Background: an optimization exercise with open tools, aiming at small area, a short achievable clock period and few clock cycles. Do not read the settings as production practice. At most, simulation tests tie the RTL to the original design; equivalence was not proved. No functional check of the RTL was part of runs 3 to 6. Power and IR drop assume default switching activity.

**config.mk**
```make
export PLATFORM = sky130hd
export DESIGN_NAME = sw_top
export DESIGN_NICKNAME = sw_top
export VERILOG_FILES = /design/flow/design.v
export SDC_FILE = /design/flow/constraint.sdc
export NUM_CORES = 4
export LEC_CHECK = 0
export ABC_AREA = 1
export CAP_MARGIN = 20
export CORE_MARGIN = 2
export CORE_UTILIZATION = 40
export SLEW_MARGIN = 20
```
**constraint.sdc**
```tcl
create_clock -name core_clock -period 10.0 [get_ports {clk}]
set_input_delay 2.0000 -clock core_clock [delete_from_list [all_inputs] [get_ports {clk}]]
set_output_delay 2.0000 -clock core_clock [all_outputs]
set_load 0.01 [all_outputs]
```
**design.v**
```verilog
`timescale 1ns/100ps
`default_nettype none
module sw_pe #(
    parameter [3:0] ROW = 4'd0
) (
    input  wire        clk,
    input  wire        rst,
    input  wire [1:0]  i_nx_base,
    input  wire        i_nx_first,
    input  wire        i_nx_x,        
    input  wire        i_rb_ld,
    input  wire [1:0]  i_rb,
    input  wire        i_en_ld,
    input  wire        i_en,
    input  wire [4:0]  i_h,         
    input  wire [3:0]  i_f,         
    input  wire [4:0]  i_c_score,
    input  wire [3:0]  i_c_row,
    output reg  [1:0]  o_base,
    output reg         o_first,
    output reg         o_x,
    output wire [4:0]  o_h,
    output wire [3:0]  o_f,
    output wire [4:0]  o_c_score,
    output wire [3:0]  o_c_row
);
    function automatic integer nbits(input integer v);
        integer w;
        begin
            nbits = 0;
            for (w = 0; w < 6; w = w + 1)
                if (v >= (1 << w))
                    nbits = w + 1;
        end
    endfunction
    localparam integer WH  = nbits(ROW + 1);                  
    localparam integer WE  = (ROW > 5) ? nbits(ROW - 5) : 0;  
    localparam integer WF  = (ROW > 6) ? nbits(ROW - 6) : 0;  
    localparam integer WR  = nbits(ROW);                      
    localparam integer WER = (WE > 0) ? WE : 1;
    localparam integer WRR = (WR > 0) ? WR : 1;
    reg  [1:0]     rb_q;
    reg            en_q;
    reg  [WH-1:0]  d_q;
    reg  [WER-1:0] e_q;
    reg  [WER-1:0] f_q;
    reg  [WH-1:0]  h_q;
    reg  [WH-1:0]  c_score_q;
    reg  [WRR-1:0] c_row_q;
    wire [4:0] d5  = d_q;
    wire [4:0] e5  = (WE > 0) ? e_q : 5'd0;
    wire [4:0] f5  = (WF > 0) ? i_f : 5'd0;
    wire [4:0] h5  = h_q;
    wire [4:0] ih5 = (ROW > 0) ? i_h : 5'd0;
    wire [4:0] cs5 = (ROW > 0) ? i_c_score : 5'd0;
    wire [3:0] cr4 = (ROW > 0) ? i_c_row : 4'd0;
    always @(posedge clk or posedge rst) begin
        if (rst) begin
            o_first <= 1'b0;
            o_x     <= 1'b0;
        end else begin
            o_first <= i_nx_first;
            o_x     <= i_nx_x;
        end
    end
    always @(posedge clk) begin
        o_base <= i_nx_base;
        if (i_rb_ld)
            rb_q <= i_rb;
        if (i_en_ld)
            en_q <= i_en;
    end
    function automatic ge5(input [4:0] a, input [4:0] b);
        integer k;
        reg r;
        begin
            r = 1'b1;
            for (k = 0; k < 5; k = k + 1)
                r = (a[k] & ~b[k]) | ((a[k] | ~b[k]) & r);
            ge5 = r;
        end
    endfunction
    function automatic [4:0] tab_add(input [4:0] x, input integer k, input integer lo);
        integer v;
        begin
            tab_add = 5'd0;
            for (v = 0; v < 32; v = v + 1)
                if (x == v)
                    tab_add = (v + k < lo) ? lo : v + k;
        end
    endfunction
    wire [4:0] diag  = i_nx_first ? 5'd0 : ih5;
    wire       match = (i_nx_base == rb_q);
    wire [4:0] d_new = match ? tab_add(diag, 1, 0) : tab_add(diag, -4, 0);
    wire [4:0] m     = ge5(d5, f5) ? d5 : f5;
    wire [4:0] n     = ge5(d5, e5) ? d5 : e5;
    wire [4:0] h     = ge5(m, e5) ? m : e5;
    wire [4:0] e_new = ge5(m, e5 + 5'd6) ? m - 5'd6 : tab_add(e5, -1, 0);
    wire [4:0] f_new = ge5(n, f5 + 5'd6) ? n - 5'd6 : tab_add(f5, -1, 0);
    always @(posedge clk) begin
        d_q <= d_new[WH-1:0];
        e_q <= i_nx_first ? {WER{1'b0}} : e_new[WER-1:0];
        f_q <= f_new[WER-1:0];
        h_q <= en_q ? h[WH-1:0] : {WH{1'b0}};
        if (!ge5(cs5, h5)) begin     
            c_score_q <= h_q;
            c_row_q   <= ROW;
        end else begin
            c_score_q <= cs5[WH-1:0];
            c_row_q   <= cr4[WRR-1:0];
        end
    end
    assign o_h       = h5;
    assign o_f       = (WE > 0) ? f_q : 4'd0;
    assign o_c_score = c_score_q;
    assign o_c_row   = (WR > 0) ? c_row_q : 4'd0;
endmodule
`default_nettype wire
`timescale 1ns/100ps
`default_nettype none
module sw_pe_array (
    input  wire          clk,
    input  wire          rst,
    input  wire [1:0]    i_base,
    input  wire          i_first,
    input  wire          i_x,             
    input  wire          i_rb0_ld,
    input  wire [1:0]    i_rb0,
    input  wire [31:0]   i_read_a,
    input  wire [31:0]   i_read_b,
    input  wire [15:0]   i_en_a,
    input  wire [15:0]   i_en_b,
    output wire          o_st14_first,
    output wire          o_st14_buf,
    output wire          o_first,
    output wire          o_x,
    output wire [4:0]    o_c_score,
    output wire [3:0]    o_c_row
);
    wire [1:0]  st_base  [0:16];
    wire        st_first [0:16];
    wire        st_x     [0:16];
    wire [4:0]  h        [0:16];
    wire [3:0]  f        [0:16];
    wire [4:0]  c_score  [0:16];
    wire [3:0]  c_row    [0:16];
    assign st_base[0]  = i_base;
    assign st_first[0] = i_first;
    assign st_x[0]     = i_x;
    assign h[0]        = 5'd0;       
    assign f[0]        = 4'd0;
    assign c_score[0]  = 5'd0;
    assign c_row[0]    = 4'd0;
    genvar r;
    generate
        for (r = 0; r < 16; r = r + 1) begin : g_row
            wire       rb_ld;
            wire [1:0] rb;
            wire       en_ld;
            wire       en;
            if (r == 0) begin : g_first
                assign rb_ld = i_rb0_ld;
                assign rb    = i_rb0;
                assign en_ld = 1'b1;
                assign en    = 1'b1;
            end else begin : g_rest
                assign rb_ld = st_first[r-1];
                assign rb    = st_x[r-1] ? i_read_b[2*r +: 2] : i_read_a[2*r +: 2];
                assign en_ld = st_first[r];
                assign en    = st_x[r] ? i_en_b[r] : i_en_a[r];
            end
            sw_pe #(.ROW(r)) sw_pe_i (
                .clk        (clk),
                .rst        (rst),
                .i_nx_base  (st_base[r]),
                .i_nx_first (st_first[r]),
                .i_nx_x     (st_x[r]),
                .i_rb_ld    (rb_ld),
                .i_rb       (rb),
                .i_en_ld    (en_ld),
                .i_en       (en),
                .i_h        (h[r]),
                .i_f        (f[r]),
                .i_c_score  (c_score[r]),
                .i_c_row    (c_row[r]),
                .o_base     (st_base[r+1]),
                .o_first    (st_first[r+1]),
                .o_x        (st_x[r+1]),
                .o_h        (h[r+1]),
                .o_f        (f[r+1]),
                .o_c_score  (c_score[r+1]),
                .o_c_row    (c_row[r+1])
            );
        end
    endgenerate
    assign o_st14_first = st_first[14];
    assign o_st14_buf   = st_x[14];
    assign o_first      = st_first[16];
    assign o_x          = st_x[16];
    assign o_c_score    = c_score[16];
    assign o_c_row      = c_row[16];
endmodule
`default_nettype wire
`timescale 1ns/100ps
`default_nettype none
module sw_max_tracker #(
    parameter DEPTH = 4
) (
    input  wire          clk,
    input  wire          rst,
    input  wire          i_first,         
    input  wire          i_x,
    input  wire [4:0]    i_c_score,       
    input  wire [3:0]    i_c_row,
    input  wire          i_ready,
    output wire          o_valid,
    output wire [17:0]   o_result,
    output wire          o_take
);
    reg          first_q [0:1];
    reg          x_q     [0:1];
    reg          push;
    reg  [4:0]   best_score;
    reg  [3:0]   best_row;
    reg  [3:0]   best_col;
    reg  [3:0]   col_q;
    always @(posedge clk or posedge rst) begin
        if (rst) begin
            first_q[0] <= 1'b0;
            first_q[1] <= 1'b0;
            x_q[0]     <= 1'b0;
            x_q[1]     <= 1'b0;
            push       <= 1'b0;
        end else begin
            first_q[0] <= i_first;
            first_q[1] <= first_q[0];
            x_q[0]     <= i_x;
            x_q[1]     <= x_q[0];
            push       <= (first_q[1] | x_q[1]) & (first_q[0] | ~x_q[0]);
        end
    end
    wire better = (i_c_score > best_score) ||
                  ((i_c_score == best_score) && (i_c_row < best_row));
    always @(posedge clk) begin
        if (first_q[1]) begin
            best_score <= i_c_score;
            best_row   <= i_c_row;
            best_col   <= 4'd0;
            col_q      <= 4'd1;
        end else begin
            if (better) begin
                best_score <= i_c_score;
                best_row   <= i_c_row;
                best_col   <= col_q;
            end
            col_q <= col_q + 4'd1;
        end
    end
    localparam FD = DEPTH - 1;
    wire [12:0]   pd   = {best_score, best_row, best_col};
    reg  [12:0]   out_q;
    reg           out_v;
    reg  [12:0]   f [0:FD-1];
    reg  [FD-1:0] wp;         
    reg  [FD-1:0] rp;         
    reg  [FD-1:0] fc;         
    wire          take   = out_v & i_ready;
    wire          out_ld = ~out_v | i_ready;       
    wire          pop    = out_ld & fc[0];
    wire          wr     = push & ~(out_ld & ~fc[0]);
    reg  [12:0]   f_rd;
    integer j;
    always @(*) begin
        f_rd = 13'd0;
        for (j = 0; j < FD; j = j + 1)
            f_rd = f_rd | ({13{rp[j]}} & f[j]);
    end
    always @(posedge clk or posedge rst) begin
        if (rst) begin
            out_v <= 1'b0;
            wp    <= {{(FD-1){1'b0}}, 1'b1};
            rp    <= {{(FD-1){1'b0}}, 1'b1};
            fc    <= {FD{1'b0}};
        end else begin
            if (out_ld)
                out_v <= fc[0] | push;
            if (wr)
                wp <= {wp[FD-2:0], wp[FD-1]};
            if (pop)
                rp <= {rp[FD-2:0], rp[FD-1]};
            if (wr & ~pop)
                fc <= {fc[FD-2:0], 1'b1};
            else if (pop & ~wr)
                fc <= {1'b0, fc[FD-1:1]};
        end
    end
    always @(posedge clk) begin
        if (out_ld)
            out_q <= fc[0] ? f_rd : pd;
        for (j = 0; j < FD; j = j + 1)
            if (push && wp[j])
                f[j] <= pd;
    end
    assign o_valid  = out_v;
    assign o_result = {5'd0, out_q};
    assign o_take   = take;
endmodule
`default_nettype wire
`timescale 1ns/100ps
`default_nettype none
module sw_controller #(
    parameter DEPTH = 4
) (
    input  wire          clk,
    input  wire          rst,
    input  wire          i_valid,
    input  wire [73:0]   i_job,
    input  wire          i_take,          
    input  wire          i_rel_first,     
    input  wire          i_rel_buf,
    output wire          o_ready,
    output wire [1:0]    o_base,
    output wire          o_first,
    output wire          o_x,             
    output wire          o_rb0_ld,
    output wire [1:0]    o_rb0,
    output wire [31:0]   o_read_a,
    output wire [31:0]   o_read_b,
    output wire [15:0]   o_en_a,
    output wire [15:0]   o_en_b
);
    reg           ready_q;
    reg           act_q;       
    reg           first_q;
    reg  [4:0]    cnt_q;       
    reg           nxt_q;       
    reg  [1:0]    busy_q;
    reg  [DEPTH-1:0] jobs_q;   
    reg  [31:0]   ref_q;
    reg  [31:0]   read_a_q;
    reg  [31:0]   read_b_q;
    reg  [4:0]    len_a_q;
    reg  [4:0]    len_b_q;
    wire accept = ready_q & i_valid;
    wire last   = act_q & (cnt_q == 5'd1);
    wire sfree  = ~act_q | (cnt_q == 5'd1);
    wire [1:0] rel = {i_rel_first & i_rel_buf, i_rel_first & ~i_rel_buf};
    wire can_start = (~act_q | (cnt_q == 5'd1) | (cnt_q == 5'd2))
                   & (nxt_q ? (~busy_q[1] | rel[1]) : (~busy_q[0] | rel[0]))
                   & (~jobs_q[DEPTH-1] | i_take);
    always @(posedge clk or posedge rst) begin
        if (rst) begin
            ready_q <= 1'b1;
            act_q   <= 1'b0;
            first_q <= 1'b0;
            nxt_q   <= 1'b0;
            busy_q  <= 2'b00;
            jobs_q  <= {DEPTH{1'b0}};
        end else begin
            ready_q <= ~accept & can_start;
            act_q   <= ready_q ? i_valid : (act_q & ~last);
            first_q <= accept;
            nxt_q   <= nxt_q ^ accept;
            busy_q[0] <= (accept & ~nxt_q) | (busy_q[0] & ~rel[0]);
            busy_q[1] <= (accept &  nxt_q) | (busy_q[1] & ~rel[1]);
            if (accept & ~i_take)
                jobs_q <= {jobs_q[DEPTH-2:0], 1'b1};
            else if (i_take & ~accept)
                jobs_q <= {1'b0, jobs_q[DEPTH-1:1]};
        end
    end
    integer r;
    always @(posedge clk) begin
        cnt_q <= sfree ? i_job[9:5] : cnt_q - 5'd1;
        ref_q <= sfree ? i_job[73:42] : {ref_q[29:0], 2'b00};
        if (~busy_q[0] & ~nxt_q) begin
            len_a_q <= i_job[4:0];
            for (r = 0; r < 16; r = r + 1)
                read_a_q[2*r +: 2] <= i_job[10 + 2*(15-r) +: 2];
        end
        if (~busy_q[1] & nxt_q) begin
            len_b_q <= i_job[4:0];
            for (r = 0; r < 16; r = r + 1)
                read_b_q[2*r +: 2] <= i_job[10 + 2*(15-r) +: 2];
        end
    end
    genvar k;
    generate
        for (k = 0; k < 16; k = k + 1) begin : g_en
            assign o_en_a[k] = (len_a_q > k);
            assign o_en_b[k] = (len_b_q > k);
        end
    endgenerate
    assign o_ready  = ready_q;
    assign o_base   = ref_q[31:30];
    assign o_first  = first_q;
    assign o_x      = first_q ? ~nxt_q : act_q;
    assign o_rb0_ld = sfree;
    assign o_rb0    = i_job[10 + 30 +: 2];
    assign o_read_a = read_a_q;
    assign o_read_b = read_b_q;
endmodule
`default_nettype wire
`timescale 1ns/100ps
`default_nettype none
module sw_top (
    input  wire          clk,
    input  wire          rst,
    input  wire          i_valid,
    input  wire [73:0]   i_job,
    input  wire          i_ready,
    output wire          o_ready,
    output wire          o_valid,
    output wire [17:0]   o_result
);
    localparam DEPTH = 4;
    wire          take;
    wire          rel_first;
    wire          rel_buf;
    wire [1:0]    base;
    wire          first;
    wire          x;
    wire          rb0_ld;
    wire [1:0]    rb0;
    wire [31:0]   read_a;
    wire [31:0]   read_b;
    wire [15:0]   en_a;
    wire [15:0]   en_b;
    wire          out_first;
    wire          out_x;
    wire [4:0]    c_score;
    wire [3:0]    c_row;
    sw_controller #(.DEPTH(DEPTH)) sw_controller_i (
        .clk         (clk),
        .rst         (rst),
        .i_valid     (i_valid),
        .i_job       (i_job),
        .i_take      (take),
        .i_rel_first (rel_first),
        .i_rel_buf   (rel_buf),
        .o_ready     (o_ready),
        .o_base      (base),
        .o_first     (first),
        .o_x         (x),
        .o_rb0_ld    (rb0_ld),
        .o_rb0       (rb0),
        .o_read_a    (read_a),
        .o_read_b    (read_b),
        .o_en_a      (en_a),
        .o_en_b      (en_b)
    );
    sw_pe_array sw_pe_array_i (
        .clk          (clk),
        .rst          (rst),
        .i_base       (base),
        .i_first      (first),
        .i_x          (x),
        .i_rb0_ld     (rb0_ld),
        .i_rb0        (rb0),
        .i_read_a     (read_a),
        .i_read_b     (read_b),
        .i_en_a       (en_a),
        .i_en_b       (en_b),
        .o_st14_first (rel_first),
        .o_st14_buf   (rel_buf),
        .o_first      (out_first),
        .o_x          (out_x),
        .o_c_score    (c_score),
        .o_c_row      (c_row)
    );
    sw_max_tracker #(.DEPTH(DEPTH)) sw_max_tracker_i (
        .clk       (clk),
        .rst       (rst),
        .i_first   (out_first),
        .i_x       (out_x),
        .i_c_score (c_score),
        .i_c_row   (c_row),
        .i_ready   (i_ready),
        .o_valid   (o_valid),
        .o_result  (o_result),
        .o_take    (take)
    );
endmodule
`default_nettype wire
```
**run.sh**
```bash
#!/bin/bash
# synth_recipe.tcl (not shown) runs the flow's synth.tcl, then flattens the netlist and writes it again
# the make line also repeats each setting of config.mk as NAME=value (left out here)
make -C /OpenROAD-flow-scripts/flow DESIGN_CONFIG=/design/flow/config.mk WORK_HOME=/design/flow/orfs CLKGATE_MAP_FILE= SYNTH_SCRIPT=/design/flow/synth_recipe.tcl finish
```
==> results.txt, run 1 <==
Post-synth EDFFs about 180; Core Rows 90; YS warnings 22; Syn Area/Cell 8.80 um2; Final min period about 3800 ps; total clock buffers created by CTS 61; CP arrival 1750 ps; R2R Path End sw_max_tracker_i.fc[0]; crit start category flop; final setup fails 0; Final ANT Viol Nets 0; routed vias/inst about 4.9; post-CTS setup buffers 0; area of the core 60500 um2; ys flop type dfxtp_1; clk slew on worst S/H paths 70 ps; Max Clk Rate between 200 and 300 MHz; setup TNS 0 ps; RSZ-0062 raised after global routing no; initial antenna violation count 0; top cells by area, synth dfxtp_1 28%, edfxtp_1 22%, nand2_1 10%; Buf/Inv on CP 1; All-Layer GR Usage 0.156; CP Cell Sequence clkdlybuf4s50_1; Global Route met3 Usage 0.0216; most used routing layer met2; Routed WL around 49000 um; vias in the first global route roughly 18000; CTS root buf clkbuf_16; final hold vios 0; status no timing/DRC/antenna violations; IO buf count 92; CTS resizes 0; Remaining DRCs 0; Initial Utilization 0.405; post-synthesis sequential area ratio 0.555; post-synth top area share 0.278; die area 63200 um2; Critical R2R Launch sw_max_tracker_i.fc[0]; Crit. Startpoint sw_controller_i.ready_q; CTS tree done; Worst VDD drop 171 uV; DR pass1 iterations 7; ANT cells 0; Synth cell types 69; Power Dens Cells roughly 250 nW/um2; grt met2 use 0.269; total net switching power around 2300 uW; first-pass GRT wire length about 83000 um; Clock Latency Late Sink around 640 ps; Area growth syn-to-layout 16.2%; cells after synthesis about 2800; skew final between 50 and 60 ps; H-tree levels 2; critical-path maximum fanout 3; switch share 0.324; GRT overflow 0; fin crit share 0.375; Pint around 4800 uW; critical path required time 8000 ps; hold_sp sw_pe_array_i.g_row[0].sw_pe_i.d_q; Die Span Y roughly 250 um; FF+latch count, synth about 580; Pleak 0.0122 uW; Slew Viols, Final 0; max incr delay on CP 570 ps; max-cap viol count 0; Comb power frac 0.258; Crit. path cell count 1; GP Congestion slightly below 0.9; sequential power share 0.419; Min-Delay Path Class reg -> reg; largest net degree at the start of global routing 58; # IOs ~100; slew margin rel. 0.364; slowest CP cell dfstp_2; Sink Count approximately 580; share of layout cells above drive strength 1 0.0860; Slew @ Worst Pin 951 ps; reg-to-reg slack, setup roughly 7800 ps; Clock Path Buffers 3; crit path capture o_ready; clock network power share 0.323; via count approximately 18000; Cell Area, Synth 24500 um2; WS Path Type reg -> out; ys async rst share 0.0991; cell family contributing the most delay on the critical path flip-flops; Yosys top cell by area dfxtp_1; Worst R2R Path Depth 6; # hold bufs at CTS 0; CP endpoint kind primary output; met1 usage 0.202; Post-DP HPWL around 36000 um; Routed wire per std cell 13.1 um; chip width 251 um; Placed Area between 20000 and 30000 um2; post-route design area between 20000 and 30000 um2; Final Net Count 3062; 1st-iter DRT viols 1067
-- metrics by stage --
| step | total power (uW) | worst slack (ps) | hold WS (ps) | instances | util |
|---|---|---|---|---|---|
| global route | 7590 | 6190 | 337 | 3748 | 0.470 |
| finish | 7110 | 6250 | 327 | 3748 | 0.470 |
| floorplan | 4390 | 6610 | 310 | 2786 | - |
| detailed placement | 4860 | 5900 | 315 | 3630 | 0.435 |
| CTS | 7190 | 6200 | 331 | 3746 | 0.470 |
| global placement | 4800 | 6030 | 315 | 3630 | 0.435 |
-- placed cells by master, fill, tap and decap left out, types with 22 or more instances in the layout --
| cell type | netlist | final |
|---|---|---|
| o21ai_0 | 161 | 161 |
| clkdlybuf4s50_1 | 0 | 92 |
| dfrtp_1 | 54 | 54 |
| a31oi_1 | 22 | 22 |
| clkbuf_16 | 0 | 61 |
| nor2_1 | 235 | 233 |
| o22ai_1 | 28 | 28 |
| dfxtp_1 | 340 | 340 |
| ha_1 | 71 | 71 |
| o21ai_1 | 30 | 30 |
| nor3_1 | 25 | 25 |
| nand3_1 | 127 | 127 |
| inv_1 | 375 | 374 |
| a21oi_1 | 124 | 124 |
| nand2_1 | 675 | 675 |
| xnor2_1 | 30 | 30 |
| edfxtp_1 | 178 | 178 |
| or2_2 | 38 | 38 |
-- metal layers --
layer | part of all wire | vias up
li1 | - | 9383
met1 | 0.47 | 8445
met2 | 0.47 | 368
met3 | 0.039 | 80
met4 | 0.024 | 0
met5 | 0 | -
-- sequential cells by signal (all words and copies together), names as in the netlist, 25 cells and up --
register and cells:
sw_pe_array_i.g_row.sw_pe_i.o_base 30, sw_pe_array_i.g_row.sw_pe_i.d_q 54, sw_pe_array_i.g_row.sw_pe_i.c_row_q 49, sw_pe_array_i.g_row.sw_pe_i.e_q 29, sw_pe_array_i.g_row.sw_pe_i.f_q 25, sw_controller_i.read_b_q 30
sw_controller_i.read_a_q 30, sw_max_tracker_i.f 39, sw_pe_array_i.g_row.sw_pe_i.rb_q 32, sw_pe_array_i.g_row.sw_pe_i.c_score_q 54, sw_controller_i.ref_q 32, sw_pe_array_i.g_row.sw_pe_i.h_q 54
-- cells in the mapped netlist (all sizes together) (5+ instances only) --
cell and count:
o22ai 29, xnor2 30, o221ai 11, a22oi 6, nor2 239, dfxtp 340
a31oi 22, o21a 6, ha 71, xor2 17, o31ai 9, edfxtp 178
nand4 5, nand3b 6, buf 12, a21oi 128, a32oi 10, dfrtp 54
mux2 20, inv 394, clkbuf 20, nand2 699, or2 42, nor3 25
o211ai 15, nand3 136, o21ai 207
-- power by group through the flow --
stage	Combinational (uW)	Sequential, uW	Clock (uW)
6_report	1840	2980	2300
3_3_place_gp	1780	3020	0
5_1_grt	2120	3020	2460
4_1_cts	1850	2980	2360
2_1_floorplan	1450	2940	0
3_5_place_dp	1830	3030	0
-- kinds of logic (layout without fill, tap and decap cells) --
family,count (synthesis),in the layout,synth area share
AO/OA/AOI/OAI,477,477,0.116
XOR/XNOR,47,47,0.0168
adder cells (fa/ha/maj),74,74,0.0375
buffers and inverters,428,608,0.0671
flip-flops,575,575,0.555
multiplexers,20,20,0.00920
other,1,5,0.000153
AND/OR/NAND/NOR,1160,1160,0.198
-- how the worst min path moves through the flow --
stage               slack, ps  cells after the start                            endpoint
floorplan                 310                      0  sw_pe_array_i.g_row[0].sw_pe_i.h_q
global placement          310                      0  sw_pe_array_i.g_row[0].sw_pe_i.h_q
detailed placement        320                      0  sw_pe_array_i.g_row[0].sw_pe_i.h_q
CTS                       330                      0  sw_pe_array_i.g_row[0].sw_pe_i.h_q
global route              340                      0  sw_pe_array_i.g_row[0].sw_pe_i.h_q
finish                    330                      0  sw_pe_array_i.g_row[0].sw_pe_i.h_q
-- layout make-up --
cell class	count	area, um2
multi-input combinational	1783	9290
inverter	396	1490
timing repair buffer	96	991
clock buffer	74	1640
clock inverter	42	482
tap	782	978
fill	5591	32000
sequential	575	13600
Testbench counts, summed over its fixed seeds: cycles 16,691.
==> inputs of run 2 (changes only) <==
==> flow/run.sh (new file) <==
#!/bin/bash
# The standard layout, with the port buffers made from plain buf_2 cells instead of the delay
# buffer that buffer_ports picks on its own. Every make step's output goes to make.log here;
# ORFS keeps each tool's full log under orfs/logs/.
set -euo pipefail
bash standard.sh "BUFFER_PORTS_ARGS=-buffer_cell sky130_fd_sc_hd__buf_2" finish > make.log 2>&1
==> standard.sh (new file) <==
#!/bin/bash
# synth_recipe.tcl (not shown) runs the flow's synth.tcl, then flattens the netlist and writes it again
# the make line also repeats each setting of config.mk as NAME=value (left out here)
make -C /OpenROAD-flow-scripts/flow DESIGN_CONFIG=/design/flow/config.mk WORK_HOME=/design/flow/orfs CLKGATE_MAP_FILE= SYNTH_SCRIPT=/design/flow/synth_recipe.tcl "${@:-finish}"
removed: run.sh
==> run 2 against run 1 <==
  * Cell count shrank 0.21%
  * Die area is the same
  * Register-to-register slack lost 100 ps
  * Worst setup slack gained 430 ps
  * Global-route usage is essentially flat
  * Area after synthesis is the same
  * Largest power group unchanged
==> results.txt, run 2 <==
status no timing/DRC/antenna violations (unchanged); Power Dens Cells 250 nW/um2 (about the same); DP Worst Slack 6190 ps (was 5900 ps); FF+latch count, synth 575 (unchanged); Worst VDD drop 187 uV (was 171 uV); grt met2 use 0.272 (was 0.269); Global Route met3 Usage 0.0239 (was 0.0216); met1 usage 0.200 (was 0.202); Clock Latency Late Sink 620 ps (was 640 ps); slowest CP cell dfstp_2 (unchanged); count leader, synth nand2_1 (unchanged); Pleak 0.0121 uW (was 0.0122 uW); routed vias/inst 4.87 (was 4.88); Max Clk Rate 301 MHz (was 266 MHz); Worst R2R Path Depth 6 (unchanged); CTS tree done (unchanged); die area 63200 um2 (unchanged); Buf/Inv on CP 1 (unchanged); post-synthesis sequential area ratio 0.555 (unchanged); final setup fails 0 (unchanged); cells after synthesis 2782 (unchanged); DR pass1 iterations 5 (was 7); post-CTS setup buffers 0 (unchanged); Cell Area, Synth 24500 um2 (unchanged); Initial Utilization 0.405 (unchanged); area of the core 60500 um2 (unchanged); most used routing layer met2 (unchanged); Die Span Y 251 um (unchanged); vias in the first global route 17700 (was 17800); total power 6930 uW (was 7110 uW); WS Path Type reg -> out (unchanged); max incr delay on CP 570 ps (about the same); Remaining DRCs 0 (unchanged); Routed wire per std cell 13.3 um (was 13.1 um); critical-path maximum fanout 3 (unchanged); CTS root buf clkbuf_16 (unchanged); Slew Viols, Final 0 (unchanged); CP Cell Sequence buf_2 (was clkdlybuf4s50_1); Sink Count 575 (unchanged); Final min period 3330 ps (was 3750 ps); cell family contributing the most delay on the critical path flip-flops (unchanged); via count 18200 (was 18300); IO buf count 92 (unchanged); Area growth syn-to-layout 13.5% (was 16.2%); Min-Delay Path Class reg -> reg (unchanged); Core Rows 90 (unchanged); first-pass GRT wire length 82600 um (was 82700 um); largest net degree at the start of global routing 58 (unchanged); Clock Path Buffers 3 (unchanged); top flop regs sw_pe_array_i.g_row.sw_pe_i.c_score_q x54, sw_pe_array_i.g_row.sw_pe_i.d_q x54, sw_pe_array_i.g_row.sw_pe_i.h_q x54 (unchanged); GRT overflow 0 (unchanged); YS warnings 22 (unchanged); 1st-iter DRT viols 1275 (was 1067); critical path required time 8000 ps (about the same); Worst Hold Depth 0 (unchanged); initial antenna violation count 2 (was 0); max-cap viol count 0 (unchanged); fin crit share 0.333 (was 0.375); RSZ-0062 raised after global routing no (unchanged); # hold bufs at CTS 0 (unchanged); top cells by area, synth dfxtp_1 28%, edfxtp_1 22%, nand2_1 10% (unchanged); Routed WL 49800 um (was 49200 um); placed insts 3629 (was 3630); Post-synth top cells 675 x nand2_1, 375 x inv_1, 340 x dfxtp_1, 235 x nor2_1, 178 x edfxtp_1 (unchanged); final hold vios 0 (unchanged); ys flop type dfxtp_1 (unchanged); CTS resizes 0 (unchanged); crit start category flop (unchanged); most common cell after layout, fill and taps aside nand2_1 (unchanged); Crit. path cell count 1 (unchanged); setup TNS 0 ps (unchanged); skew final 39.5 ps (was 57.1 ps); Final ANT Viol Nets 0 (unchanged); Final WS setup 6670 ps (was 6250 ps); most frequent cells in the layout 675 x nand2_1, 374 x inv_1, 340 x dfxtp_1 (unchanged); Syn Area/Cell 8.80 um2 (unchanged); Synth cell types 69 (unchanged); Post-synth EDFFs 178 (unchanged); CP arrival 1330 ps (was 1750 ps); Post-DP HPWL 35900 um (was 35700 um); # IOs 98 (unchanged); clk slew on worst S/H paths 60 ps (was 70 ps); chip width 251 um (unchanged); H-tree levels 2 (unchanged); total clock buffers created by CTS 57 (was 61); share of layout cells above drive strength 1 0.113 (was 0.0860); GP Congestion 0.876 (was 0.874); ys async rst share 0.0991 (unchanged); Slew @ Worst Pin 991 ps (was 951 ps); post-synth top area share 0.278 (unchanged); post-route design area 27800 um2 (was 28400 um2); Placed Area 25800 um2 (was 26300 um2); All-Layer GR Usage 0.156 (about the same); CP endpoint kind primary output (unchanged); Non-Filler Instances 3740 (was 3748); Final Net Count 3057 (was 3062); Yosys top cell by area dfxtp_1 (unchanged); slew margin rel. 0.337 (was 0.364)
-- run 2: cell counts after synthesis --
No cell type changed its count.
-- run 2: per-stage QoR --
stage / hold slack [ps] / utilization
after floorplan: 310 / -
after global placement: 316 / 0.427
after detailed placement: 314 / 0.427
after CTS: 329 / 0.459
after global routing: 331 / 0.460
final: 327 / 0.460
-- run 2: logic make-up (layout without fill, tap and decap cells) --
family	count (synthesis)	count (layout)	share of synthesized area
simple gates	1160	1160	0.198
flops	575	575	0.555
compound gates	477	477	0.116
buf+inv	428	599	0.0671
fa+ha+maj	74	74	0.0375
xor+xnor	47	47	0.0168
mux	20	20	0.00920
other cells	1	6	0.000153
-- run 2: final cells by class --
cell class                      count  area [um2]
Fill cell                        5590       32700
Sequential cell                   575       13600
Multi-Input combinational cell   1783        9290
Clock buffer                       83        1650
Inverter                          396        1490
Tap cell                          782         978
Timing Repair Buffer               95         523
Clock inverter                     25         277
Antenna cell                        1        2.50
-- run 2: worst paths after layout --
path	from	endpoint	slack (ps)
setup / recovery	sw_controller_i.ready_q	o_ready	6670
hold / removal	sw_pe_array_i.g_row[0].sw_pe_i.d_q	sw_pe_array_i.g_row[0].sw_pe_i.h_q	330
setup reg to reg	sw_max_tracker_i.fc[0]	sw_max_tracker_i.fc[0]	7730
hold reg to reg	sw_pe_array_i.g_row[0].sw_pe_i.d_q	sw_pe_array_i.g_row[0].sw_pe_i.h_q	330
max in group asynchronous	rst	sw_max_tracker_i.fc[2]	7760
min in group asynchronous	rst	sw_controller_i.first_q	1660
-- run 2: where the power goes --
part           internal (uW)  switching (uW)  leakage, uW  total [uW]
registers               2740             243      0.00519        2980
logic                    669            1130      0.00602        1800
clock network           1260             900     0.000942        2160
total                   4660            2270       0.0121        6930
-- run 2: metal layers --
metal,routed length (um),part of all wire,vias up
met5,0,0,-
met4,1110,0.022,0
met3,1920,0.039,79
met2,24000,0.48,356
met1,22700,0.46,8397
li1,-,-,9372
==> inputs of run 3 (changes only) <==
--- a/design.v
+++ b/design.v
@@ -268,4 +268,2 @@
     wire          out_ld = ~out_v | i_ready;       
-    wire          pop    = out_ld & fc[0];
-    wire          wr     = push & ~(out_ld & ~fc[0]);
     reg  [12:0]   f_rd;
@@ -277,2 +275,18 @@
     end
+    wire          pop0 = ~out_v & fc[0];
+    wire          wr0  = push & (out_v | fc[0]);
+    wire          pop1 = fc[0];
+    wire          wr1  = push & fc[0];
+    wire [FD-1:0] wp_r = {wp[FD-2:0], wp[FD-1]};
+    wire [FD-1:0] rp_r = {rp[FD-2:0], rp[FD-1]};
+    wire [FD-1:0] fc_u = {fc[FD-2:0], 1'b1};
+    wire [FD-1:0] fc_d = {1'b0, fc[FD-1:1]};
+    wire [FD-1:0] wp0  = wr0 ? wp_r : wp;
+    wire [FD-1:0] wp1  = wr1 ? wp_r : wp;
+    wire [FD-1:0] rp0  = pop0 ? rp_r : rp;
+    wire [FD-1:0] rp1  = pop1 ? rp_r : rp;
+    wire [FD-1:0] fc0  = (wr0 & ~pop0) ? fc_u : ((pop0 & ~wr0) ? fc_d : fc);
+    wire [FD-1:0] fc1  = (wr1 & ~pop1) ? fc_u : ((pop1 & ~wr1) ? fc_d : fc);
+    wire          ov0  = out_v | fc[0] | push;
+    wire          ov1  = fc[0] | push;
     always @(posedge clk or posedge rst) begin
@@ -284,12 +298,6 @@
         end else begin
-            if (out_ld)
-                out_v <= fc[0] | push;
-            if (wr)
-                wp <= {wp[FD-2:0], wp[FD-1]};
-            if (pop)
-                rp <= {rp[FD-2:0], rp[FD-1]};
-            if (wr & ~pop)
-                fc <= {fc[FD-2:0], 1'b1};
-            else if (pop & ~wr)
-                fc <= {1'b0, fc[FD-1:1]};
+            out_v <= i_ready ? ov1 : ov0;
+            wp    <= i_ready ? wp1 : wp0;
+            rp    <= i_ready ? rp1 : rp0;
+            fc    <= i_ready ? fc1 : fc0;
         end
@@ -352,3 +360,3 @@
         if (rst) begin
-            ready_q <= 1'b1;
+            ready_q <= 1'b0;
             act_q   <= 1'b0;
==> run 3 against run 2 <==
  * Still clean
  * Register-to-register slack improved by 140 ps
  * Worst hold slack improved by 1.2 ps
  * Synthesized cell count rose by 1.5%
  * Largest cell class unchanged
==> results.txt, run 3 <==
status no timing/DRC/antenna violations (unchanged); Post-DP HPWL 36000 um (was 35900 um); initial antenna violation count 2 (unchanged); setup TNS 0 ps (unchanged); reg-to-reg slack, setup 7870 ps (was 7730 ps); slowest CP cell dfrtp_1 (was dfstp_2); Max Clk Rate 314 MHz (was 301 MHz); YS warnings 22 (unchanged); Worst Hold Depth 0 (unchanged); 1st-iter DRT viols 1113 (was 1275); share of layout cells above drive strength 1 0.103 (was 0.113); critical path required time 8000 ps (about the same); first-pass GRT wire length 81700 um (was 82600 um); Clock Path Buffers 3 (unchanged); total clock buffers created by CTS 60 (was 57); Post-synth top cells 694 x nand2_1, 383 x inv_1, 340 x dfxtp_1, 242 x nor2_1, 182 x o21ai_0 (was 675 x nand2_1, 375 x inv_1, 340 x dfxtp_1, 235 x nor2_1, 178 x edfxtp_1); CP endpoint kind primary output (unchanged); Initial Utilization 0.405 (about the same); post-CTS setup buffers 0 (unchanged); cells after synthesis 2825 (was 2782); IO buf count 92 (unchanged); ys flop type dfxtp_1 (unchanged); Area growth syn-to-layout 14.5% (was 13.5%); flip-flop and latch area 13600 um2 (about the same); total power 6260 uW (was 6930 uW); Final ANT Viol Nets 0 (unchanged); Critical R2R Launch sw_controller_i.cnt_q[1] (was sw_max_tracker_i.fc[0]); post-synthesis sequential area ratio 0.555 (about the same); CTS root buf clkbuf_16 (unchanged); skew final 14.8 ps (was 39.5 ps); GP Congestion 0.866 (was 0.876); final setup fails 0 (unchanged); # hold bufs at CTS 0 (unchanged); Slew @ Worst Pin 954 ps (was 991 ps); DR pass1 iterations 6 (was 5); ys async rst share 0.0991 (unchanged); top cells by area, synth dfxtp_1 28%, edfxtp_1 22%, nand2_1 11% (was dfxtp_1 28%, edfxtp_1 22%, nand2_1 10%); ANT cells 0 (was 1); Clock Latency Late Sink 620 ps (about the same); Worst VDD drop 142 uV (was 187 uV); Syn Area/Cell 8.66 um2 (was 8.80 um2); most common cell after layout, fill and taps aside nand2_1 (unchanged); Sink Count 575 (unchanged); Final Net Count 3106 (was 3057); Worst R2R Path Depth 8 (was 6); Slew Viols, Final 0 (unchanged); count leader, synth nand2_1 (unchanged); post-synth top area share 0.278 (about the same); Pleak 0.0122 uW (was 0.0121 uW); via count 18500 (was 18200); Buf/Inv on CP 1 (unchanged); Remaining DRCs 0 (unchanged); Post-synth EDFFs 178 (unchanged); CP arrival 1190 ps (was 1330 ps); top flop regs sw_pe_array_i.g_row.sw_pe_i.c_score_q x54, sw_pe_array_i.g_row.sw_pe_i.d_q x54, sw_pe_array_i.g_row.sw_pe_i.h_q x54 (unchanged); final hold vios 0 (unchanged); CTS tree done (unchanged); Die Span Y 251 um (about the same); fin crit share 0.319 (was 0.333); Yosys top cell by area dfxtp_1 (unchanged); Routed WL 49200 um (was 49800 um); routed vias/inst 4.88 (was 4.87); WHS Endpoint sw_pe_array_i.g_row[0].sw_pe_i.h_q (unchanged); cell family contributing the most delay on the critical path flip-flops (unchanged); WS Path Type reg -> out (unchanged); Non-Filler Instances 3792 (was 3740); CP Cell Sequence buf_2 (unchanged); max incr delay on CP 420 ps (was 570 ps); Final min period 3190 ps (was 3330 ps); FF+latch count, synth 575 (unchanged); Multi-input gate area 9250 um2 (was 9290 um2); critical-path maximum fanout 3 (unchanged); # IOs 98 (unchanged); largest net degree at the start of global routing 58 (unchanged); Core Rows 90 (unchanged); most frequent cells in the layout 694 x nand2_1, 382 x inv_1, 340 x dfxtp_1 (was 675 x nand2_1, 374 x inv_1, 340 x dfxtp_1); # fillers 5674 (was 5590); hold_sp sw_pe_array_i.g_row[0].sw_pe_i.d_q (unchanged); All-Layer GR Usage 0.155 (was 0.156); max-cap viol count 0 (unchanged); Synth cell types 58 (was 69); CTS resizes 0 (unchanged); GRT overflow 0 (unchanged); H-tree levels 2 (unchanged); placed insts 3676 (was 3629); chip width 251 um (about the same); R2R Path End sw_controller_i.ready_q (was sw_max_tracker_i.fc[0]); area of the core 60500 um2 (unchanged); slew margin rel. 0.362 (was 0.337); vias in the first global route 17800 (was 17700); worst hold slack 328 ps (was 327 ps); Power Dens Cells 223 nW/um2 (was 250 nW/um2); crit start category flop (unchanged); Cell Area, Synth 24500 um2 (about the same); Min-Delay Path Class reg -> reg (unchanged); Routed wire per std cell 13.0 um (was 13.3 um); die area 63200 um2 (about the same); clk slew on worst S/H paths 60 ps (about the same); RSZ-0062 raised after global routing no (unchanged)
run 3: cell count changes after synthesis, sizes merged, moves of 3 or more:
cell	delta
o21ai	+17
nand2	+13
inv	+10
nor3	+9
nand3	+5
o221ai	-4
xnor2	+4
a21oi	-3
a32o	-3
and2	-3
nor2	+3
nor3b	+3
or2	+3
run 3: final cells by class:
type | instances | area share
Clock buffer | 75 | 0.0582
Clock inverter | 39 | 0.0180
Inverter | 408 | 0.0547
Multi-Input combinational cell | 1816 | 0.330
Sequential cell | 575 | 0.485
Tap cell | 782 | 0.0349
Timing Repair Buffer | 97 | 0.0192
run 3: per-layer routing:
metal	wire length, um	global-route usage	vias to the layer above
met5	0	0	-
met4	980	0.0429	0
met3	1960	0.0275	74
met2	23800	0.275	349
met1	22500	0.191	8609
li1	-	-	9489
run 3: worst max-delay path by stage:
stage | to | cells after the start | slack, ps | start
finish | o_ready | 1 | 6810 | sw_controller_i.ready_q
global route | o_ready | 1 | 6760 | sw_controller_i.ready_q
CTS | o_ready | 1 | 6780 | sw_controller_i.ready_q
detailed placement | sw_max_tracker_i.rp[2] | 5 | 6600 | i_ready
global placement | sw_max_tracker_i.rp[2] | 5 | 6650 | i_ready
floorplan | sw_controller_i.act_q | 1 | 6600 | rst
run 3: report_power, final:
group	internal, uW	total [uW]	switching, uW
Combinational	421	1130	705
Clock	1420	2340	921
Sequential	2650	2790	139
run 3: cells by family (layout without fill, tap and decap cells):
| logic type | count (synthesis) | after routing | synth area share |
|---|---|---|---|
| and+or+nand+nor | 1191 | 1191 | 0.202 |
| DFF | 575 | 575 | 0.555 |
| AOI/OAI and AO/OA | 479 | 479 | 0.112 |
| buffers and inverters | 438 | 619 | 0.0685 |
| adders and majority gates | 74 | 74 | 0.0374 |
| xor gates and xnor gates | 49 | 49 | 0.0175 |
| muxes | 18 | 18 | 0.00828 |
| other | 1 | 5 | 0.000153 |
run 3: per-stage QoR:
| step | utilization | setup slack [ps] | area, um2 |
|---|---|---|---|
| floorplan | - | 6600 | 24500 |
| global route | 0.463 | 6760 | 28000 |
| global placement | 0.427 | 6650 | 25800 |
| finish | 0.463 | 6810 | 28000 |
| CTS | 0.462 | 6780 | 28000 |
| detailed placement | 0.427 | 6600 | 25800 |
==> inputs of run 4 (changes only) <==
--- a/flow/run.sh
+++ b/flow/run.sh
@@ -5,2 +5,2 @@
 set -euo pipefail
-bash standard.sh "BUFFER_PORTS_ARGS=-buffer_cell sky130_fd_sc_hd__buf_2" finish > make.log 2>&1
+bash standard.sh "BUFFER_PORTS_ARGS=-buffer_cell sky130_fd_sc_hd__buf_2" SETUP_SLACK_MARGIN=7 finish > make.log 2>&1
==> run 4 against run 3 <==
  * Clock skew is 50 ps higher
  * Highest routed layer unchanged
  * Still clean
  * Worst hold slack better by 4.1 ps
  * Count of clock-buffer cells in the layout is 6 higher
==> results.txt, run 4 <==
status no timing/DRC/antenna violations (unchanged); Buf/Inv on CP 1 (unchanged); top flop regs sw_pe_array_i.g_row.sw_pe_i.c_score_q x54, sw_pe_array_i.g_row.sw_pe_i.d_q x54, sw_pe_array_i.g_row.sw_pe_i.h_q x54 (unchanged); Clock Path Buffers 3 (unchanged); placed insts 3677 (was 3676); final setup fails 0 (unchanged); ys flop type dfxtp_1 (unchanged); # IOs 98 (unchanged); clk slew on worst S/H paths 60 ps (about the same); Final Net Count 3106 (unchanged); Multi-input gate area 9250 um2 (unchanged); setup TNS 0 ps (unchanged); post-CTS setup buffers 0 (unchanged); critical-path maximum fanout 3 (unchanged); GRT overflow 0 (unchanged); H-tree levels 2 (unchanged); Min-Delay Path Class reg -> reg (unchanged); Power Dens Cells 224 nW/um2 (was 223 nW/um2); CTS tree done (unchanged); Placed Area 25900 um2 (was 25800 um2); FF+latch count, synth 575 (unchanged); flip-flop and latch area 13600 um2 (unchanged); Slew Viols, Final 0 (unchanged); Final ANT Viol Nets 0 (unchanged); Post-synth top cells 694 x nand2_1, 383 x inv_1, 340 x dfxtp_1, 242 x nor2_1, 182 x o21ai_0 (unchanged); Area growth syn-to-layout 14.5% (about the same); max incr delay on CP 430 ps (was 420 ps); Initial Utilization 0.405 (unchanged); area of the core 60500 um2 (unchanged); slew margin rel. 0.360 (was 0.362); most common cell after layout, fill and taps aside nand2_1 (unchanged); first-pass GRT wire length 82200 um (was 81700 um); # hold bufs at CTS 0 (unchanged); cells after synthesis 2825 (unchanged); GP Congestion 0.866 (unchanged); post-synth top area share 0.278 (unchanged); via count 18500 (about the same); IO buf count 92 (unchanged); Routed wire per std cell 13.0 um (about the same); ys async rst share 0.0991 (unchanged); # fillers 5566 (was 5674); Post-synth EDFFs 178 (unchanged); Routed WL 49300 um (was 49200 um); final hold vios 0 (unchanged); CP Cell Sequence buf_2 (unchanged); most frequent cells in the layout 694 x nand2_1, 381 x inv_1, 340 x dfxtp_1 (was 694 x nand2_1, 382 x inv_1, 340 x dfxtp_1); skew final 64.7 ps (was 14.8 ps); vias in the first global route 17700 (was 17800); Post-DP HPWL 36200 um (was 36000 um); worst hold slack 332 ps (was 328 ps); Non-Filler Instances 3792 (unchanged); Core Rows 90 (unchanged); All-Layer GR Usage 0.156 (was 0.155); die area 63200 um2 (unchanged); Yosys top cell by area dfxtp_1 (unchanged); DR pass1 iterations 5 (was 6); Pleak 0.0122 uW (about the same); WS Path Type reg -> out (unchanged); share of layout cells above drive strength 1 0.102 (was 0.103); routed vias/inst 4.88 (about the same); top cells by area, synth dfxtp_1 28%, edfxtp_1 22%, nand2_1 11% (unchanged); post-route design area 28000 um2 (about the same); Max Clk Rate 311 MHz (was 314 MHz); Remaining DRCs 0 (unchanged); CTS root buf clkbuf_16 (unchanged); Cell Area, Synth 24500 um2 (unchanged); final core utilization 0.463 (about the same); slowest CP cell dfrtp_1 (unchanged); total clock buffers created by CTS 60 (unchanged); Final min period 3220 ps (was 3190 ps); critical path required time 8000 ps (about the same); CP endpoint kind primary output (unchanged); crit start category flop (unchanged); Sink Count 575 (unchanged); CP arrival 1220 ps (was 1190 ps); RSZ-0062 raised after global routing yes (was no); max-cap viol count 0 (unchanged); fin crit share 0.322 (was 0.319); 1st-iter DRT viols 1053 (was 1113); Synth cell types 58 (unchanged); Slew @ Worst Pin 957 ps (was 954 ps); initial antenna violation count 1 (was 2); Clock Latency Late Sink 630 ps (was 620 ps); chip width 251 um (unchanged); cell family contributing the most delay on the critical path flip-flops (unchanged); Worst VDD drop 189 uV (was 142 uV); Syn Area/Cell 8.66 um2 (unchanged); post-synthesis sequential area ratio 0.555 (unchanged); YS warnings 22 (unchanged); largest net degree at the start of global routing 58 (unchanged); Die Span Y 251 um (unchanged); count leader, synth nand2_1 (unchanged); ANT cells 0 (unchanged)
==> run 4: logic make-up after synthesis <==
kind of cell,count (synthesis),synth area share
simple gates,1191,0.202
flops,575,0.555
compound gates,479,0.112
buf+inv,438,0.0685
fa+ha+maj,74,0.0374
xor+xnor,49,0.0175
mux,18,0.00828
other cells,1,0.000153
==> run 4: layout make-up <==
cell class,count,share of cell area
tap,782,0.0349
sequential,575,0.485
clock inverter,33,0.0165
inverter,408,0.0549
multi-input combinational,1816,0.330
clock buffer,81,0.0600
timing repair buffer,97,0.0189
==> run 4: where the power goes <==
group | switching (uW) | internal (uW)
Clock | 914 | 1440
Combinational | 701 | 420
Sequential | 142 | 2650
Total | 1760 | 4510
==> run 4: worst paths after layout <==
| path | startpoint | to | slack (ps) | cells past startpoint |
|---|---|---|---|---|
| min | sw_pe_array_i.g_row[0].sw_pe_i.d_q | sw_pe_array_i.g_row[0].sw_pe_i.h_q | 330 | 0 |
| min in group asynchronous | rst | sw_pe_array_i.g_row[1].sw_pe_i.o_first | 1670 | 3 |
| max reg2reg | sw_controller_i.cnt_q[1] | sw_controller_i.ready_q | 7700 | 8 |
| min reg2reg | sw_pe_array_i.g_row[0].sw_pe_i.d_q | sw_pe_array_i.g_row[0].sw_pe_i.h_q | 330 | 0 |
| max in group asynchronous | rst | sw_max_tracker_i.x_q[1] | 7720 | 3 |
| max | sw_controller_i.ready_q | o_ready | 6780 | 1 |
==> run 4: timing repair <==
action / CTS / global route
pin swaps: 0 / 0
setup endpoints to repair: 15 / 15
gates resized for setup: 0 / 0
==> run 4: through the flow <==
step,worst slack (ps),total power (uW)
after global placement,6760,3930
final,6780,6270
after global routing,6720,6640
after CTS,6720,6340
after detailed placement,6740,3960
after floorplan,7000,3690
==> run 4: layer usage <==
metal  part of all wire  GRT usage  vias up
met5                  0          0        -
met4              0.022     0.0481        0
met3              0.044     0.0228       75
met2               0.48      0.271      399
met1               0.46      0.200     8522
li1                   -          -     9508
==> inputs of run 5 (changes only) <==
--- a/flow/run.sh
+++ b/flow/run.sh
@@ -5,2 +5,2 @@
 set -euo pipefail
-bash standard.sh "BUFFER_PORTS_ARGS=-buffer_cell sky130_fd_sc_hd__buf_2" SETUP_SLACK_MARGIN=7 finish > make.log 2>&1
+bash standard.sh "BUFFER_PORTS_ARGS=-buffer_cell sky130_fd_sc_hd__buf_2" CTS_CLUSTER_SIZE=24 CTS_CLUSTER_DIAMETER=100 finish > make.log 2>&1
==> run 5 against run 4 <==
  * Still clean on timing, DRC and antenna
  * Worst setup slack improved by 9.3 ps
  * Sequential power barely moved
  * Count of clock-buffer cells in the layout fell by 33
  * Global-route usage fell by 0.59 points
  * Power fell by 18%
  * Non-clock buffer count did not move
  * Design area fell by 4.6%
  * First-iteration DRC count rose by 4.7%
==> results.txt, run 5 <==
Slew @ Worst Pin 942 ps (was 957 ps); Max Clk Rate 312 MHz (was 311 MHz); max incr delay on CP 430 ps (about the same); H-tree levels 1 (was 2); GP Congestion 0.866 (unchanged); ANT cells 0 (unchanged); initial antenna violation count 2 (was 1); Yosys top cell by area dfxtp_1 (unchanged); ys async rst share 0.0991 (unchanged); ys flop type dfxtp_1 (unchanged); final hold vios 0 (unchanged); final setup fails 0 (unchanged); Die Span Y 251 um (unchanged); CP arrival 1210 ps (was 1220 ps); Post-DP HPWL 36000 um (was 36200 um); WS Path Type reg -> out (unchanged); cells after synthesis 2825 (unchanged); All-Layer GR Usage 0.150 (was 0.156); Worst VDD drop 159 uV (was 189 uV); Synth cell types 58 (unchanged); max-cap viol count 0 (unchanged); crit start category flop (unchanged); # hold bufs at CTS 0 (unchanged); skew final 32.1 ps (was 64.7 ps); YS warnings 22 (unchanged); DR pass1 iterations 6 (was 5); vias in the first global route 17400 (was 17700); critical-path maximum fanout 3 (unchanged); Clock Latency Late Sink 610 ps (was 630 ps); Post-synth top cells 694 x nand2_1, 383 x inv_1, 340 x dfxtp_1, 242 x nor2_1, 182 x o21ai_0 (unchanged); count leader, synth nand2_1 (unchanged); top cells by area, synth dfxtp_1 28%, edfxtp_1 22%, nand2_1 11% (unchanged); Core Rows 90 (unchanged); via count 18300 (was 18500); first-pass GRT wire length 80200 um (was 82200 um); fin crit share 0.321 (was 0.322); critical path required time 8000 ps (about the same); Clock Path Buffers 3 (unchanged); Buf/Inv on CP 1 (unchanged); final core utilization 0.442 (was 0.463); CP Cell Sequence buf_2 (unchanged); clk slew on worst S/H paths 90 ps (was 60 ps); post-synth top area share 0.278 (unchanged); Cell Area, Synth 24500 um2 (unchanged); # IOs 98 (unchanged); Routed WL 48200 um (was 49300 um); most frequent cells in the layout 694 x nand2_1, 382 x inv_1, 340 x dfxtp_1 (was 694 x nand2_1, 381 x inv_1, 340 x dfxtp_1); slowest CP cell dfrtp_1 (unchanged); Min-Delay Path Class reg -> reg (unchanged); post-CTS setup buffers 0 (unchanged); Initial Utilization 0.405 (unchanged); Final Net Count 3074 (was 3106); FF+latch count, synth 575 (unchanged); setup TNS 0 ps (unchanged); Area growth syn-to-layout 9.21% (was 14.5%); Post-synth EDFFs 178 (unchanged); largest net degree at the start of global routing 58 (unchanged); 1st-iter DRT viols 1103 (was 1053); Final min period 3210 ps (was 3220 ps); most common cell after layout, fill and taps aside nand2_1 (unchanged); Power Dens Cells 193 nW/um2 (was 224 nW/um2); cell family contributing the most delay on the critical path flip-flops (unchanged); die area 63200 um2 (unchanged); top flop regs sw_pe_array_i.g_row.sw_pe_i.c_score_q x54, sw_pe_array_i.g_row.sw_pe_i.d_q x54, sw_pe_array_i.g_row.sw_pe_i.h_q x54 (unchanged); Remaining DRCs 0 (unchanged); routed vias/inst 4.90 (was 4.88); slew margin rel. 0.370 (was 0.360); Syn Area/Cell 8.66 um2 (unchanged); chip width 251 um (unchanged); GRT overflow 0 (unchanged); Slew Viols, Final 0 (unchanged); share of layout cells above drive strength 1 0.0828 (was 0.102); Pleak 0.0116 uW (was 0.0122 uW); CTS resizes 0 (unchanged); CTS root buf clkbuf_16 (unchanged); RSZ-0062 raised after global routing no (was yes); Sink Count 575 (unchanged); CP endpoint kind primary output (unchanged); status no timing/DRC/antenna violations (unchanged); post-synthesis sequential area ratio 0.555 (unchanged); Final ANT Viol Nets 0 (unchanged); area of the core 60500 um2 (unchanged); total clock buffers created by CTS 28 (was 60); IO buf count 92 (unchanged); Routed wire per std cell 12.9 um (was 13.0 um); # fillers 5760 (was 5566); CTS tree done (unchanged)
==> run 5: through the flow <==
| step | cells | worst slack (ps) | power (uW) | hold slack (ps) | instance area (um2) |
|---|---|---|---|---|---|
| floorplan | 2829 | 6600 | 3690 | 310 | 24500 |
| global placement | 3676 | 6650 | 3930 | 314 | 25800 |
| detailed placement | 3676 | 6600 | 3970 | 316 | 25800 |
| CTS | 3728 | 6760 | 5240 | 339 | 26700 |
| global route | 3730 | 6750 | 5520 | 342 | 26700 |
| finish | 3730 | 6790 | 5170 | 335 | 26700 |
==> run 5: final timing paths <==
kind | startpoint | endpoint | slack [ps] | depth (start not counted)
hold / removal | sw_pe_array_i.g_row[0].sw_pe_i.d_q | sw_pe_array_i.g_row[0].sw_pe_i.h_q | 340 | 0
max in group asynchronous | rst | sw_max_tracker_i.wp[1] | 7790 | 3
setup / recovery | sw_controller_i.ready_q | o_ready | 6790 | 1
min in group asynchronous | rst | sw_controller_i.jobs_q[1] | 1590 | 3
hold reg to reg | sw_pe_array_i.g_row[0].sw_pe_i.d_q | sw_pe_array_i.g_row[0].sw_pe_i.h_q | 340 | 0
setup reg to reg | sw_max_tracker_i.best_row[1] | sw_max_tracker_i.best_row[2] | 7820 | 8
==> run 5: power by group <==
part           leakage (uW)  switching [uW]  internal (uW)
sequential          0.00520             139           2650
combinational       0.00598             704            420
clock              0.000397             714            548
total                0.0116            1560           3610
==> run 5: cell families after synthesis <==
group	count (synthesis)	synth area share
compound gates	479	0.112
simple gates	1191	0.202
fa+ha+maj	74	0.0374
other cells	1	0.000153
buf+inv	438	0.0685
flops	575	0.555
mux	18	0.00828
xor+xnor	49	0.0175
==> run 5: per-layer routing <==
layer / vias up / wire length (um) / track usage
met5: - / 0 / 0
met4: 0 / 936 / 0.0304
met3: 65 / 1580 / 0.0174
met2: 313 / 23300 / 0.272
met1: 8496 / 22300 / 0.192
li1: 9395 / - / -
==> run 5: cell type report <==
cell class	count	area (um2)	area share
Timing Repair Buffer	97	538	0.0201
Tap cell	782	978	0.0366
Sequential cell	575	13600	0.508
Clock buffer	48	786	0.0294
Inverter	408	1530	0.0574
Multi-Input combinational cell	1816	9250	0.346
Clock inverter	4	57.6	0.00215
==> inputs of run 6 (changes only) <==
--- a/config.mk
+++ b/config.mk
@@ -10,3 +10,4 @@
 export CORE_MARGIN = 2
-export CORE_UTILIZATION = 40
+export CORE_UTILIZATION = 60
+export PLACE_DENSITY = 0.7
 export SLEW_MARGIN = 20
==> run 6 against run 5 <==
  * Global-route usage grew 7.7 points
  * Die area fell by 33%
  * Non-clock buffer count is 1 lower
  * Largest cell class unchanged
  * Utilization grew 22 points
  * Largest power group unchanged
  * Worst setup slack better by 35 ps
  * Via count about the same
  * Sequential power barely moved
  * Sequential share of layout area rose by 0.80 points
  * Area after synthesis did not move
  * Power decreased by 1.3%
  * First-iteration DRC count grew 19%
  * Still clean
==> results.txt, run 6 <==
CTS root buf clkbuf_16 (unchanged); largest net degree at the start of global routing 58 (unchanged); final setup fails 0 (unchanged); vias in the first global route 17400 (about the same); Routed wire per std cell 13.7 um (was 12.9 um); Post-DP HPWL 34800 um (was 36000 um); 1st-iter DRT viols 1308 (was 1103); most common cell after layout, fill and taps aside nand2_1 (unchanged); All-Layer GR Usage 0.226 (was 0.150); Final ANT Viol Nets 0 (unchanged); status no timing/DRC/antenna violations (unchanged); slew margin rel. 0.330 (was 0.370); FF+latch count, synth 575 (unchanged); Final Net Count 3072 (was 3074); most frequent cells in the layout 694 x nand2_1, 382 x inv_1, 340 x dfxtp_1 (unchanged); clk slew on worst S/H paths 90 ps (about the same); fin crit share 0.317 (was 0.321); Pleak 0.0115 uW (was 0.0116 uW); top cells by area, synth dfxtp_1 28%, edfxtp_1 22%, nand2_1 11% (unchanged); Clock Latency Late Sink 590 ps (was 610 ps); total clock buffers created by CTS 27 (was 28); area of the core 40000 um2 (was 60500 um2); max-cap viol count 0 (unchanged); via count 18300 (about the same); CP arrival 1170 ps (was 1210 ps); die area 42400 um2 (was 63200 um2); post-synth top area share 0.278 (unchanged); Clock Path Buffers 3 (unchanged); Comb power frac 0.220 (was 0.217); Core Rows 73 (was 90); clock network power share 0.234 (was 0.244); post-synthesis sequential area ratio 0.555 (unchanged); setup TNS 0 ps (unchanged); Post-synth top cells 694 x nand2_1, 383 x inv_1, 340 x dfxtp_1, 242 x nor2_1, 182 x o21ai_0 (unchanged); critical path required time 8000 ps (about the same); crit start category flop (unchanged); reg-to-reg slack, setup 7790 ps (was 7820 ps); Pint 3580 uW (was 3610 uW); H-tree levels 1 (unchanged); slowest CP cell dfrtp_1 (unchanged); initial antenna violation count 3 (was 2); share of layout cells above drive strength 1 0.0809 (was 0.0828); total net switching power 1530 uW (was 1560 uW); Area growth syn-to-layout 7.51% (was 9.21%); count leader, synth nand2_1 (unchanged); Max Clk Rate 315 MHz (was 312 MHz); DR pass1 iterations 6 (unchanged); Routed WL 47500 um (was 48200 um); Synth cell types 58 (unchanged); Min-Delay Path Class reg -> reg (unchanged); Yosys top cell by area dfxtp_1 (unchanged); Cell Area, Synth 24500 um2 (unchanged); GP Congestion 0.865 (was 0.866); WS Path Type reg -> out (unchanged); DP Worst Slack 6510 ps (was 6600 ps); RSZ-0062 raised after global routing no (unchanged); Final min period 3170 ps (was 3210 ps); # IOs 98 (unchanged); YS warnings 22 (unchanged); Power Dens Cells 194 nW/um2 (was 193 nW/um2); chip width 206 um (was 251 um); ys async rst share 0.0991 (unchanged); # hold bufs at CTS 0 (unchanged); skew final 22.6 ps (was 32.1 ps); Buf/Inv on CP 1 (unchanged); sequential power share 0.546 (was 0.539); CTS resizes 0 (unchanged); CTS tree done (unchanged); Remaining DRCs 0 (unchanged); Worst VDD drop 156 uV (was 159 uV); Final WS setup 6830 ps (was 6790 ps); IO buf count 92 (unchanged); Sink Count 575 (unchanged); top flop regs sw_pe_array_i.g_row.sw_pe_i.c_score_q x54, sw_pe_array_i.g_row.sw_pe_i.d_q x54, sw_pe_array_i.g_row.sw_pe_i.h_q x54 (unchanged); cells after synthesis 2825 (unchanged); cell family contributing the most delay on the critical path flip-flops (unchanged); switch share 0.299 (was 0.301); critical-path maximum fanout 3 (unchanged); CP endpoint kind primary output (unchanged); post-CTS setup buffers 0 (unchanged); Initial Utilization 0.612 (was 0.405); max incr delay on CP 430 ps (about the same); Slew @ Worst Pin 1000 ps (was 942 ps); Syn Area/Cell 8.66 um2 (unchanged); CP Cell Sequence buf_2 (unchanged); ys flop type dfxtp_1 (unchanged); Die Span Y 206 um (was 251 um); GRT overflow 0 (unchanged); Post-synth EDFFs 178 (unchanged); first-pass GRT wire length 79300 um (was 80200 um); Slew Viols, Final 0 (unchanged); routed vias/inst 5.27 (was 4.90); final hold vios 0 (unchanged)
run 6: metal layers:
metal,vias to the layer above,share of wire,wire [um],global-route usage
met5,-,0,0,0
met4,0,0.017,816,0.0587
met3,52,0.042,2000,0.0251
met2,415,0.47,22300,0.388
met1,8413,0.47,22400,0.308
li1,9403,-,-,-
run 6: worst paths after layout:
| path | start | end | cells after the start |
|---|---|---|---|
| min in group asynchronous | rst | sw_pe_array_i.g_row[7].sw_pe_i.o_first | 3 |
| setup reg to reg | sw_max_tracker_i.best_row[1] | sw_max_tracker_i.best_score[2] | 8 |
| hold / removal | sw_pe_array_i.g_row[0].sw_pe_i.d_q | sw_pe_array_i.g_row[0].sw_pe_i.h_q | 0 |
| hold reg to reg | sw_pe_array_i.g_row[0].sw_pe_i.d_q | sw_pe_array_i.g_row[0].sw_pe_i.h_q | 0 |
| setup / recovery | sw_max_tracker_i.out_v | o_valid | 1 |
| max in group asynchronous | rst | sw_pe_array_i.g_row[3].sw_pe_i.o_first | 3 |
run 6: final cells by class:
class                           instances  area, um2
Inverter                              408       1530
Multi-Input combinational cell       1816       9250
Antenna cell                            2       5.00
Clock buffer                           47        751
Sequential cell                       575      13600
Tap cell                              525        657
Timing Repair Buffer                   96        531
Fill cell                            3278      13700
run 6: kinds of logic (layout without fill, tap and decap cells):
family,after synthesis,after routing,synth area share
simple gates,1191,1191,0.202
xor+xnor,49,49,0.0175
other cells,1,7,0.000153
compound gates,479,479,0.112
mux,18,18,0.00828
flops,575,575,0.555
fa+ha+maj,74,74,0.0374
buf+inv,438,551,0.0685
run 6: through the flow:
stage	cells	area, um2	hold WS (ps)	total power, uW	utilization
finish	3469	26300	343	5110	0.658
global route	3469	26300	353	5430	0.658
CTS	3465	26300	341	5140	0.656
detailed placement	3418	25500	319	3960	0.637
global placement	3418	25500	314	3920	0.637
floorplan	2829	24500	310	3690	-
run 6: power by group through the flow:
stage | Sequential (uW) | Clock [uW] | Combinational, uW
after floorplan | 2810 | 0 | 882
after global placement | 2830 | 0 | 1090
after detailed placement | 2840 | 0 | 1120
after CTS | 2790 | 1220 | 1130
after global routing | 2820 | 1300 | 1310
final | 2790 | 1190 | 1120
==> inputs of run 7 (changes only) <==
--- a/design.v
+++ b/design.v
@@ -360,3 +360,2 @@
         if (rst) begin
-            ready_q <= 1'b0;
             act_q   <= 1'b0;
@@ -367,3 +366,2 @@
         end else begin
-            ready_q <= ~accept & can_start;
             act_q   <= ready_q ? i_valid : (act_q & ~last);
@@ -379,2 +377,4 @@
     end
+    always @(posedge clk)
+        ready_q <= ~accept & can_start;
     integer r;
==> run 7 against run 6 <==
  * Largest power group unchanged
  * Synthesized cell count did not move
  * Wire length fell by 1.0%
  * Register-to-register slack about the same
  * Die area about the same
  * Still clean
==> results.txt, run 7 <==
Yosys top cell by area dfxtp_1 (unchanged); top flop regs sw_pe_array_i.g_row.sw_pe_i.c_score_q x54, sw_pe_array_i.g_row.sw_pe_i.d_q x54, sw_pe_array_i.g_row.sw_pe_i.h_q x54 (unchanged); share of layout cells above drive strength 1 0.0819 (was 0.0809); post-CTS setup buffers 0 (unchanged); flip-flop and latch area 13600 um2 (about the same); Routed wire per std cell 13.5 um (was 13.7 um); ys async rst share 0.0974 (was 0.0991); Synth cell types 58 (unchanged); FF+latch count, synth 575 (unchanged); Critical R2R Launch sw_max_tracker_i.best_row[1] (unchanged); most common cell after layout, fill and taps aside nand2_1 (unchanged); CTS tree done (unchanged); Clock Latency Late Sink 600 ps (was 590 ps); DR pass1 iterations 5 (was 6); slowest CP cell dfrtp_1 (unchanged); Clock Path Buffers 3 (unchanged); fin crit share 0.317 (about the same); Slew @ Worst Pin 824 ps (was 1000 ps); CTS resizes 0 (unchanged); Compound-Gate Fraction of Synth Area 0.112 (about the same); # hold bufs at CTS 0 (unchanged); # IOs 98 (unchanged); GP Congestion 0.900 (was 0.865); top cells by area, synth dfxtp_1 28%, edfxtp_1 22%, nand2_1 11% (unchanged); WS Path Type reg -> out (unchanged); via count 18200 (was 18300); Cell Area, Synth 24500 um2 (about the same); skew final 29.9 ps (was 22.6 ps); reg-to-reg slack, setup 7800 ps (was 7790 ps); mux cell area share after synthesis 0.00828 (about the same); Buf/Inv on CP 1 (unchanged); dominant combinational cell family by area after synthesis simple AND/OR/NAND/NOR gates (unchanged); final hold vios 0 (unchanged); status no timing/DRC/antenna violations (unchanged); post-synthesis sequential area ratio 0.555 (about the same); chip width 206 um (about the same); CP Cell Sequence buf_2 (unchanged); Multi-input gate area 9260 um2 (was 9250 um2); DP Worst Slack 6490 ps (was 6510 ps); Die Span Y 206 um (about the same); CTS root buf clkbuf_16 (unchanged); Remaining DRCs 0 (unchanged); Core Rows 73 (unchanged); Worst VDD drop 180 uV (was 156 uV); Final ANT Viol Nets 0 (unchanged); Area growth syn-to-layout 7.65% (was 7.51%); Routed WL 47000 um (was 47500 um); GRT overflow 0 (unchanged); total clock buffers created by CTS 27 (unchanged)
## run 7: cell count changes after synthesis
cell	previous run	this run
dfrtp_1	55	54
dfxtp_1	340	341
## run 7: cell type report
type / instances / share of cell area
clock inverters: 1 / 0.000760
flip-flops and latches: 575 / 0.515
multi-input cells: 1816 / 0.352
diodes: 4 / 0.000380
well taps: 525 / 0.0249
inverters: 408 / 0.0582
clock buffers: 47 / 0.0285
repair buffers: 96 / 0.0201
## run 7: path summary, 6_finish.rpt
| check | to | cells after the start |
|---|---|---|
| hold / removal | sw_pe_array_i.g_row[0].sw_pe_i.h_q | 0 |
| setup reg to reg | sw_max_tracker_i.best_score[4] | 8 |
| min in group asynchronous | sw_pe_array_i.g_row[8].sw_pe_i.o_first | 3 |
| setup / recovery | o_valid | 1 |
| hold reg to reg | sw_pe_array_i.g_row[0].sw_pe_i.h_q | 0 |
| max in group asynchronous | sw_max_tracker_i.wp[2] | 3 |
## run 7: worst register-to-register path: cells and delay by family, from the launching register on
family	cells	cell delay, ps
AO/OA/AOI/OAI	2	280
adder cells (fa/ha/maj)	1	230
flip-flops	1	430
AND/OR/NAND/NOR	3	690
buffers and inverters	2	220
## run 7: routing by layer
layer	vias to the layer above	wire [um]	GRT usage
met4	0	816	0.0495
met2	321	21900	0.384
met1	8369	22700	0.310
met3	53	1600	0.0224
li1	9408	-	-
met5	-	0	0
## run 7: power by group
part,switching (uW),leakage [uW],internal [uW]
logic,710,0.00598,422
clock network,697,0.000369,518
registers,139,0.00520,2650
total,1550,0.0115,3590
## run 7: logic make-up after synthesis
family	Yosys count
AND/OR/NAND/NOR	1191
XOR/XNOR	49
multiplexers	18
other	1
flip-flops	575
buffers and inverters	438
AO/OA/AOI/OAI	479
adder cells (fa/ha/maj)	74
## run 7: through the flow
| stage | total power (uW) | area, um2 | std cells | hold slack, ps | utilization |
|---|---|---|---|---|---|
| 2_1_floorplan | 3690 | 24500 | 2829 | 310 | - |
| 3_3_place_gp | 3920 | 25500 | 3418 | 315 | 0.637 |
| 3_5_place_dp | 3960 | 25500 | 3418 | 318 | 0.637 |
| 4_1_cts | 5170 | 26300 | 3466 | 341 | 0.657 |
| 5_1_grt | 5470 | 26300 | 3472 | 359 | 0.658 |
| 6_report | 5130 | 26300 | 3472 | 349 | 0.658 |
Testbench counts of run 7, summed over its fixed seeds: cycles 16,691.

Setup slack of run 7, layout unchanged: 6.829 ns with ideal ports, 6.772 ns with driving cells assumed (clock clkbuf_16, inputs buf_2), 6.504 ns with port delays also shifted by the 0.642 ns mid clock arrival.
